From an optimization exercise on the open Yosys and OpenROAD flow, aimed at small area; shortcuts taken in it are not production practice.
Function was checked by simulation only, so behaviour that the tests miss may differ from the original.
Power and IR drop assume default switching activity.

==> design.v <==
package adc_seek_pkg;
    localparam int SAMPLE_W         = 10;
    localparam int SAMPLES_PER_LANE = 8;
    localparam int LANE_NUM         = 4;
    localparam logic [SAMPLE_W-1:0] RAMP_STEP = 10'd8;
    localparam int TAP_W = 9;
    localparam logic [TAP_W-1:0] TAP_MAX = 9'd511;
    localparam int CNT_W = 7;
    localparam logic [CNT_W-1:0] DETECT_WORDS   = 7'd64;
    localparam logic [CNT_W-1:0] CLEAR_LEN      = 7'd2;
    localparam logic [CNT_W-1:0] IODELAY_SETTLE = 7'd32;
    localparam logic [CNT_W-1:0] SERDES_SETTLE  = 7'd16;
    localparam logic [CNT_W-1:0] ADC_RST_LEN    = 7'd10;
    typedef logic [SAMPLES_PER_LANE*SAMPLE_W-1:0] lane_word_t;
    typedef struct packed {
        lane_word_t a;
        lane_word_t b;
        lane_word_t c;
        lane_word_t d;
    } adc_frame_t;
    typedef logic [TAP_W-1:0] tap_t;
    typedef struct packed {
        tap_t first_tap;
        tap_t end_tap;
        logic first_valid;
        logic end_valid;
    } win_result_t;
    typedef struct packed {
        logic iodelay_rst;
        logic spi_rstn;
        logic test_mode;
    } seek_ctrl_t;
    typedef struct packed {
        logic tap_clear;
        logic tap_step;
        logic mark_first;
        logic mark_end;
        logic load_center;
    } tap_cmd_t;
    typedef enum logic [3:0] {
        IDLE,
        ADC_CONFIG,
        TAP_LOAD,
        TAP_SETTLE,
        LOCK_WAIT,
        DETECT,
        DECIDE,
        CENTER_LOAD,
        CENTER_SETTLE,
        ADC_RESET,
        ADC_WAIT,
        NORMAL
    } seek_state_t;
endpackage
`timescale 1ns/10ps
module lane_ramp_checker
(
    input  logic                      clk_div,
    input  adc_seek_pkg::lane_word_t  lane_in,
    output logic                      lane_mismatch
);
    adc_seek_pkg::lane_word_t                   prev_word;
    logic [adc_seek_pkg::SAMPLES_PER_LANE-1:0]  mismatch;
    always_ff @(posedge clk_div)
        prev_word <= lane_in;
    for (genvar i = 0; i < adc_seek_pkg::SAMPLES_PER_LANE; i++)
    begin : g_sample
        logic [9:0] a;
        logic [9:0] b;
        logic [6:0] c;
        logic [9:0] diff;
        assign a = lane_in[i*adc_seek_pkg::SAMPLE_W +: adc_seek_pkg::SAMPLE_W];
        assign b = prev_word[i*adc_seek_pkg::SAMPLE_W +: adc_seek_pkg::SAMPLE_W];
        assign c[0] = 1'b1;
        for (genvar j = 1; j < 7; j++)
        begin : g_carry
            assign c[j] = c[j-1] & ~a[j+2];
        end
        assign diff[2:0] = a[2:0] ^ b[2:0];
        assign diff[9:3] = a[9:3] ^ b[9:3] ^ c;
        assign mismatch[i] = |diff;
    end
    assign lane_mismatch = |mismatch;
endmodule
`timescale 1ns/10ps
module tap_window_register
(
    input  logic                       clk_div,
    input  logic                       en_buf_adc_data,
    input  logic                       det_pass,
    input  logic                       mark_first,
    input  logic                       mark_end,
    input  logic                       tap_inc,
    input  logic                       load_center,
    output adc_seek_pkg::tap_t         tap,
    output adc_seek_pkg::win_result_t  result
);
    logic [adc_seek_pkg::TAP_W:0]  center_sum;
    adc_seek_pkg::tap_t            end_value;
    assign center_sum = {1'b0, result.first_tap} + {1'b0, result.end_tap};
    assign end_value = det_pass ? tap : tap - 1'b1;
    always_ff @(posedge clk_div or posedge en_buf_adc_data)
    begin
        if (en_buf_adc_data)
            tap <= '0;
        else if (load_center)
            tap <= center_sum[adc_seek_pkg::TAP_W:1];  
        else if (tap_inc)
            tap <= tap + 1'b1;
    end
    always_ff @(posedge clk_div or posedge en_buf_adc_data)
    begin
        if (en_buf_adc_data)
        begin
            result <= '0;
        end
        else
        begin
            if (mark_first)
            begin
                result.first_tap   <= tap;
                result.first_valid <= 1'b1;
            end
            if (mark_end)
            begin
                result.end_tap   <= end_value;
                result.end_valid <= 1'b1;
            end
        end
    end
endmodule
`timescale 1ns/10ps
module seek_sequencer
(
    input  logic                       clk_div,
    input  logic                       en_buf_adc_data,
    input  logic                       sd_locked,
    input  logic                       adc_ready,
    input  logic                       ramp_mismatch,
    input  logic                       at_max,
    input  logic                       first_valid,
    output logic                       det_pass,
    output logic                       mark_first,
    output logic                       mark_end,
    output logic                       tap_inc,
    output logic                       load_center,
    output adc_seek_pkg::seek_ctrl_t   ctrl,
    output logic                       win_ok_all,
    output adc_seek_pkg::seek_state_t  state
);
    adc_seek_pkg::seek_state_t       state_nxt;
    adc_seek_pkg::seek_ctrl_t        ctrl_nxt;
    logic [adc_seek_pkg::CNT_W-1:0]  cnt;
    logic              cnt_clr;
    logic              ramp_error;
    logic              s_idle, s_config, s_load, s_settle, s_lock, s_detect, s_decide;
    logic              s_cload, s_csettle, s_areset, s_await, s_normal;
    logic              detect_open;
    logic              detect_last;
    logic              settle_done;
    logic              lock_done;
    logic              lock_hold;
    logic              areset_done;
    logic              detect_done;
    assign s_idle    = (state == adc_seek_pkg::IDLE);
    assign s_config  = (state == adc_seek_pkg::ADC_CONFIG);
    assign s_load    = (state == adc_seek_pkg::TAP_LOAD);
    assign s_settle  = (state == adc_seek_pkg::TAP_SETTLE);
    assign s_lock    = (state == adc_seek_pkg::LOCK_WAIT);
    assign s_detect  = (state == adc_seek_pkg::DETECT);
    assign s_decide  = (state == adc_seek_pkg::DECIDE);
    assign s_cload   = (state == adc_seek_pkg::CENTER_LOAD);
    assign s_csettle = (state == adc_seek_pkg::CENTER_SETTLE);
    assign s_areset  = (state == adc_seek_pkg::ADC_RESET);
    assign s_await   = (state == adc_seek_pkg::ADC_WAIT);
    assign s_normal  = (state == adc_seek_pkg::NORMAL);
    assign settle_done = &cnt[4:0];
    assign lock_done   = cnt[4];
    assign lock_hold   = (cnt[4:0] == 5'd0) && !sd_locked;
    assign areset_done = cnt[3] && cnt[0];
    assign detect_last = cnt[6] && cnt[0];
    assign detect_open = s_detect && (cnt[6:1] != 6'd0);
    assign detect_done = ramp_error || detect_last;
    always_ff @(posedge clk_div)
        ramp_error <= detect_open && (ramp_error || (ramp_mismatch && !detect_last));
    assign det_pass = !ramp_error;
    assign mark_first  = s_decide && det_pass && !first_valid;
    assign mark_end    = s_decide && (det_pass ? at_max : first_valid);
    assign tap_inc     = s_decide && !mark_end;
    assign load_center = s_cload;
    always_comb
    begin
        state_nxt = state;
        case (state)
            adc_seek_pkg::IDLE:          if (sd_locked) state_nxt = adc_seek_pkg::ADC_CONFIG;
            adc_seek_pkg::ADC_CONFIG:    if (adc_ready) state_nxt = adc_seek_pkg::TAP_LOAD;
            adc_seek_pkg::TAP_LOAD:      state_nxt = adc_seek_pkg::TAP_SETTLE;
            adc_seek_pkg::TAP_SETTLE:    if (settle_done) state_nxt = adc_seek_pkg::LOCK_WAIT;
            adc_seek_pkg::LOCK_WAIT:     if (lock_done) state_nxt = adc_seek_pkg::DETECT;
            adc_seek_pkg::DETECT:        if (detect_done) state_nxt = adc_seek_pkg::DECIDE;
            adc_seek_pkg::DECIDE:        state_nxt = mark_end ? adc_seek_pkg::CENTER_LOAD :
                                       (det_pass || first_valid || !at_max) ? adc_seek_pkg::TAP_LOAD : adc_seek_pkg::IDLE;
            adc_seek_pkg::CENTER_LOAD:   state_nxt = adc_seek_pkg::CENTER_SETTLE;
            adc_seek_pkg::CENTER_SETTLE: if (settle_done) state_nxt = adc_seek_pkg::ADC_RESET;
            adc_seek_pkg::ADC_RESET:     if (areset_done) state_nxt = adc_seek_pkg::ADC_WAIT;
            adc_seek_pkg::ADC_WAIT:      if (adc_ready) state_nxt = adc_seek_pkg::NORMAL;
            adc_seek_pkg::NORMAL:        state_nxt = adc_seek_pkg::NORMAL;
            default:       state_nxt = adc_seek_pkg::IDLE;
        endcase
    end
    assign cnt_clr = !(s_settle || s_lock || s_detect || s_csettle || s_areset) ||
                     ((s_settle || s_csettle) && settle_done) ||
                     (s_lock && (lock_done || lock_hold)) ||
                     (s_detect && detect_done) ||
                     (s_areset && areset_done);
    always_ff @(posedge clk_div)
        cnt <= cnt_clr ? '0 : cnt + 1'b1;
    always_comb
    begin
        ctrl_nxt.iodelay_rst = s_idle || s_load || s_cload;
        ctrl_nxt.spi_rstn    = !s_idle && !s_areset;
        ctrl_nxt.test_mode   = !s_areset && !s_await && !s_normal;
    end
    always_ff @(posedge clk_div or posedge en_buf_adc_data)
    begin
        if (en_buf_adc_data)
        begin
            state      <= adc_seek_pkg::IDLE;
            ctrl       <= 3'b101;  
            win_ok_all <= 1'b0;
        end
        else
        begin
            state      <= state_nxt;
            ctrl       <= ctrl_nxt;
            win_ok_all <= win_ok_all | s_normal;
        end
    end
endmodule
`timescale 1ns/10ps
module adc_seek_top
(
    input  logic                       clk_div,
    input  logic                       en_buf_adc_data,
    input  logic                       sd_locked,
    input  logic                       adc_ready,
    input  adc_seek_pkg::adc_frame_t   adc_data,
    output adc_seek_pkg::tap_t         tap_value,
    output adc_seek_pkg::seek_ctrl_t   ctrl,
    output logic                       win_ok_all,
    output adc_seek_pkg::win_result_t  window,
    output adc_seek_pkg::seek_state_t  seek_state
);
    adc_seek_pkg::lane_word_t [adc_seek_pkg::LANE_NUM-1:0]  lane_words;
    logic [adc_seek_pkg::LANE_NUM-1:0]                      lane_mismatch;
    logic                                                   ramp_mismatch;
    logic                                                   det_pass;
    logic                                                   mark_first;
    logic                                                   mark_end;
    logic                                                   tap_inc;
    logic                                                   load_center;
    assign lane_words    = adc_data;
    assign ramp_mismatch = |lane_mismatch;
    for (genvar l = 0; l < adc_seek_pkg::LANE_NUM; l++)
    begin : g_lane
        lane_ramp_checker i_checker
        (
            .clk_div         (clk_div),
            .lane_in         (lane_words[l]),
            .lane_mismatch   (lane_mismatch[l])
        );
    end
    tap_window_register i_tap_reg
    (
        .clk_div         (clk_div),
        .en_buf_adc_data (en_buf_adc_data),
        .det_pass        (det_pass),
        .mark_first      (mark_first),
        .mark_end        (mark_end),
        .tap_inc         (tap_inc),
        .load_center     (load_center),
        .tap             (tap_value),
        .result          (window)
    );
    seek_sequencer i_seq
    (
        .clk_div         (clk_div),
        .en_buf_adc_data (en_buf_adc_data),
        .sd_locked       (sd_locked),
        .adc_ready       (adc_ready),
        .ramp_mismatch   (ramp_mismatch),
        .at_max          (&tap_value),
        .first_valid     (window.first_valid),
        .det_pass        (det_pass),
        .mark_first      (mark_first),
        .mark_end        (mark_end),
        .tap_inc         (tap_inc),
        .load_center     (load_center),
        .ctrl            (ctrl),
        .win_ok_all      (win_ok_all),
        .state           (seek_state)
    );
endmodule
==> run.sh <==
#!/bin/bash
# synth_recipe.tcl (not shown) runs the flow's synth.tcl, then flattens the netlist and writes it again
# the make line also repeats each setting of config.mk as NAME=value (left out here)
make -C /OpenROAD-flow-scripts/flow DESIGN_CONFIG=/design/flow/config.mk WORK_HOME=/design/flow/orfs CLKGATE_MAP_FILE= SYNTH_SCRIPT=/design/flow/synth_recipe.tcl finish
==> config.mk <==
export PLATFORM = sky130hd
export DESIGN_NAME = adc_seek_top
export DESIGN_NICKNAME = adc_seek_top
export VERILOG_FILES = /design/flow/design.v
export SDC_FILE = /design/flow/constraint.sdc
export NUM_CORES = 4
export LEC_CHECK = 0
export CAP_MARGIN = 20
export CORE_MARGIN = 2
export CORE_UTILIZATION = 60
export CTS_BUF_LIST = sky130_fd_sc_hd__clkbuf_4
export GPL_TIMING_DRIVEN = 0
export SLEW_MARGIN = 20
==> constraint.sdc <==
create_clock -name core_clock -period 4.0 [get_ports {clk_div}]
set_input_delay 0.8000 -clock core_clock [delete_from_list [all_inputs] [get_ports {clk_div}]]
set_output_delay 0.8000 -clock core_clock [all_outputs]
set_load 0.01 [all_outputs]
==> run_results.csv <==
group,metric,value,unit
setup_path,cp.arrival,4290,ps
clock_network,cts-root-buf,"clkbuf_4",
routing,drt_iter0_drc,922,
final_layout,layout_common_cells,"clkdlybuf4s50_1, dfxtp_1, xnor2_1, xor2_1, clkbuf_4",
synthesis,syn_area,0.0153,mm^2
pwr,power_leakage,7.86,nW
global_routing,grt_pass1_wl,67400,um
timing,min_period_over_period,0.934,
synthesis,synthArstFlopShare,0.101,
pwr,p_sw,2.76,mW
die,ios,361,
final_layout,final_area,0.0206,mm^2
die,core,0.0251,mm^2
clock_network,cts_tree,"yes",
clock_network,clk_path_buf_depth,3,
placement,placed_area,0.0193,mm^2
global_routing,grt_max_degree,32,
clock_network,insertion_delay,740,ps
pwr,p_total,9.49,mW
status,outcome,"timing/DRC/antenna clean",
clock_network,cts_setup_buffers,0,
global_routing,antenna_found_initial,12,
global_routing,grt-ovfl-total,0,
pwr,clkPwrFrac,0.339,
routing,drc_errors,0,
routing,detail-route-antenna-nets,0,
global_routing,grtUsageMet3,0.0992,
setup_path,path_common_cell,"nor4_1",
global_routing,grt_pass1_vias,12900,
routing,wl_per_cell,19.6,um
pwr,power_density,461,mW/mm^2
final_layout,fin_util,0.819,
synthesis,synth_edf_count,0,
synthesis,synth_area_leader_cell,"dfxtp_1",
routing,avgViaCountPerCell,5.49,
synthesis,syn_inst,1457,
timing,setup_violations,0,
die,dieArea,0.0268,mm^2
final_layout,nNetsFinal,2249,
placement,portBuffers,360,
synthesis,ys_types,71,
flow_run,drv_cap,0,
clock_network,clkTransAtPathRegs,70,ps
timing,fin_worst_skew,55.2,ps
pwr,p_sw_frac,0.292,
placement,hpwl,35600,um
global_routing,grt_usage,0.331,
final_layout,syn_to_final_growth,34.3,%
timing,hold_viol,0,
timing,slew_viol_final,0,
routing,wirelength,45300,um
setup_path,slowest_stage,"a2111oi_0",
pwr,peakVddDrop,0.000370,V
setup_path,end_kind,"register",
timing,slew-limit-headroom,0.296,
clock_network,h-tree-depth,3,
timing,min_period,3740,ps
global_routing,use_met2,0.553,
final_layout,drive_gt1_frac,0.0906,
setup_path,required,4550,ps
pwr,p_int,6.72,mW
clock_network,cts_resized,0,
timing,rsz0062_at_grt,"no",
die,row_count,58,
synthesis,ys_ff_latch,365,
setup_path,crit_family,"simple AND/OR/NAND/NOR gates",
synthesis,yosysTopAreaCellShare,0.429,
clock_network,numCtsBuffers,90,
synthesis,seq_area_frac_synth,0.490,
clock_network,cts.sinks,365,
setup_path,critPathKind,"in -> reg",
placement,place.gp.congestion,0.950,
die,die_y,164,um
timing,final.setup.tns,0,ps
timing,worstMarginPinSlew,1040,ps
synthesis,synth_ff_type,"dfxtp_1",
setup_path,r2r_cells,8,
final_layout,layout_commonest_cell,"clkdlybuf4s50_1",
routing,via_count,12700,
die,start_util,0.610,
routing,first_pass_iters,5,
pwr,pwr-share-seq,0.437,
synthesis,synthTopCellsByArea,"dfxtp_1, xnor2_1, xor2_1, dfrtp_1, nor4_1",
setup_path,crit_chain,"clkdlybuf4s50_1 > or3_4 > or3_1 > a2111oi_0 > o311ai_0 > nor4_1 > nand4_1 > nor4_1 > a21oi_1",
global_routing,busiest_layer,"met2",
timing,clock.fmax,268,MHz
setup_path,cp_slowest_stage_delay,760,ps
synthesis,synth_nets,1796,
die,die_w,164,um
worst_hold_path,hp-class,"in -> async",
setup_path,critPathBufInv,1,
setup_path,crit_fanout,5,
global_routing,grt_use_met1,0.386,
clock_network,cts_hold_buf,0,
setup_path,cp-start-kind,"input pin",
setup_path,cp.depth,9,
synthesis,ys_warn_count,3,
pwr,p_comb_frac,0.224,
synthesis,synth.avg_cell_area,10.5,um^2
## cell type report
class	instances	area, um^2
Multi-Input combinational cell	1047	7640
Fill cell	1608	4560
Buffer	17	67.6
Clock buffer	138	1040
Timing Repair Buffer	361	3620
Clock inverter	19	141
Sequential cell	365	7490
Inverter	28	105
Tap cell	330	413
Antenna cell	12	30.0
## path summary, 6_finish.rpt
kind	start	endpoint	slack, ps
max	adc_data[313]	i_seq.ramp_error	260
max in group asynchronous	en_buf_adc_data	i_tap_reg.tap[1]	3280
min in group core_clock	i_tap_reg.result[0]	i_tap_reg.result[0]	470
min	en_buf_adc_data	i_seq.state[2]	320
max reg2reg	g_lane[3].i_checker.prev_word[29]	i_seq.ramp_error	980
min reg2reg	i_tap_reg.result[0]	i_tap_reg.result[0]	470
## metrics by stage
step	instances	setup slack [ps]	hold slack, ps
after floorplan	1457	1110	448
after global placement	2147	-372	454
after detailed placement	2148	-373	459
after CTS	2305	352	287
after global routing	2314	157	308
final	2317	263	320
## power groups by stage
stage               registers, mW  clock network (mW)  logic (mW)
detailed placement           4.22                   0        2.09
global route                 4.18                3.43        2.30
global placement             4.21                   0        2.03
CTS                          4.14                3.25        2.11
finish                       4.15                3.21        2.12
floorplan                    4.23                   0        1.09
## cell usage after synthesis, types with 7 or more instances
library cell and instances:
nor3_1 45, nand2b_1 27, clkbuf_1 15, xor2_1 147, or4_1 17, a31oi_1 7
nor2b_1 19, o311ai_0 8, ha_1 14, inv_1 28, a21o_1 7, nor4_1 54
nand4_1 45, dfrtp_1 35, or3_1 10, o21ai_0 28, a22oi_1 8, mux2_2 8
mux2i_1 24, nor2_1 86, o211ai_1 9, nand3_1 12, a21oi_1 39, dfxtp_1 328
a221oi_1 8, a211oi_1 9, xnor2_1 275, nor3b_1 10, nand2_1 49
## layer usage
metal | vias up | part of all wire
met4 | 6 | 0.044
met2 | 567 | 0.47
met1 | 5924 | 0.39
li1 | 6084 | -
met5 | - | 0.00093
met3 | 142 | 0.096
## cells by family (layout without fill, tap and decap cells)
group	count (synthesis)	after routing	synth area share
and+or+nand+nor	407	407	0.147
DFF	365	365	0.490
adders and majority gates	15	15	0.0127
other	0	12	0
muxes	32	32	0.0216
AOI/OAI and AO/OA	171	171	0.0769
xor gates and xnor gates	422	422	0.241
buffers and inverters	45	563	0.0113
## registers in the layout, indices dropped and copies added (netlist names)
name	cells
g_lane.i_checker.prev_word	320
i_seq.cnt	7
i_seq.ctrl	3
i_seq.ramp_error	1
i_seq.state	4
i_seq.win_ok_all	1
i_tap_reg.result	20
i_tap_reg.tap	9

-- static timing again, ports no longer ideal --
Ports are ideal in the flow. The routed layout listed here was re-timed in OpenROAD.
Step 1: set_driving_cell puts a clkbuf_16 on clk_div and a buf_2 on each other input, an assumption about the parent block.
Step 2 adds t to the input delays and takes it off the output delays; t is the mean of the earliest and latest rising clock arrival at the registers after step 1. Input paths then give back, and output paths get back, about the clock's delay inside the block.
Three values: ideal ports, drivers, drivers and shift; two values: the first two.
t (ns): 0.750
setup WS [ns]: 0.263 / 0.279 / -0.471
worst setup path at the end: input to register
pins driven straight from the clock port: 1
With both steps, setup timing fails in this run, where it was met with ideal ports. For this run, drivers alone change the setup slack by +0.016 ns; drivers and shift together by -0.734 ns.
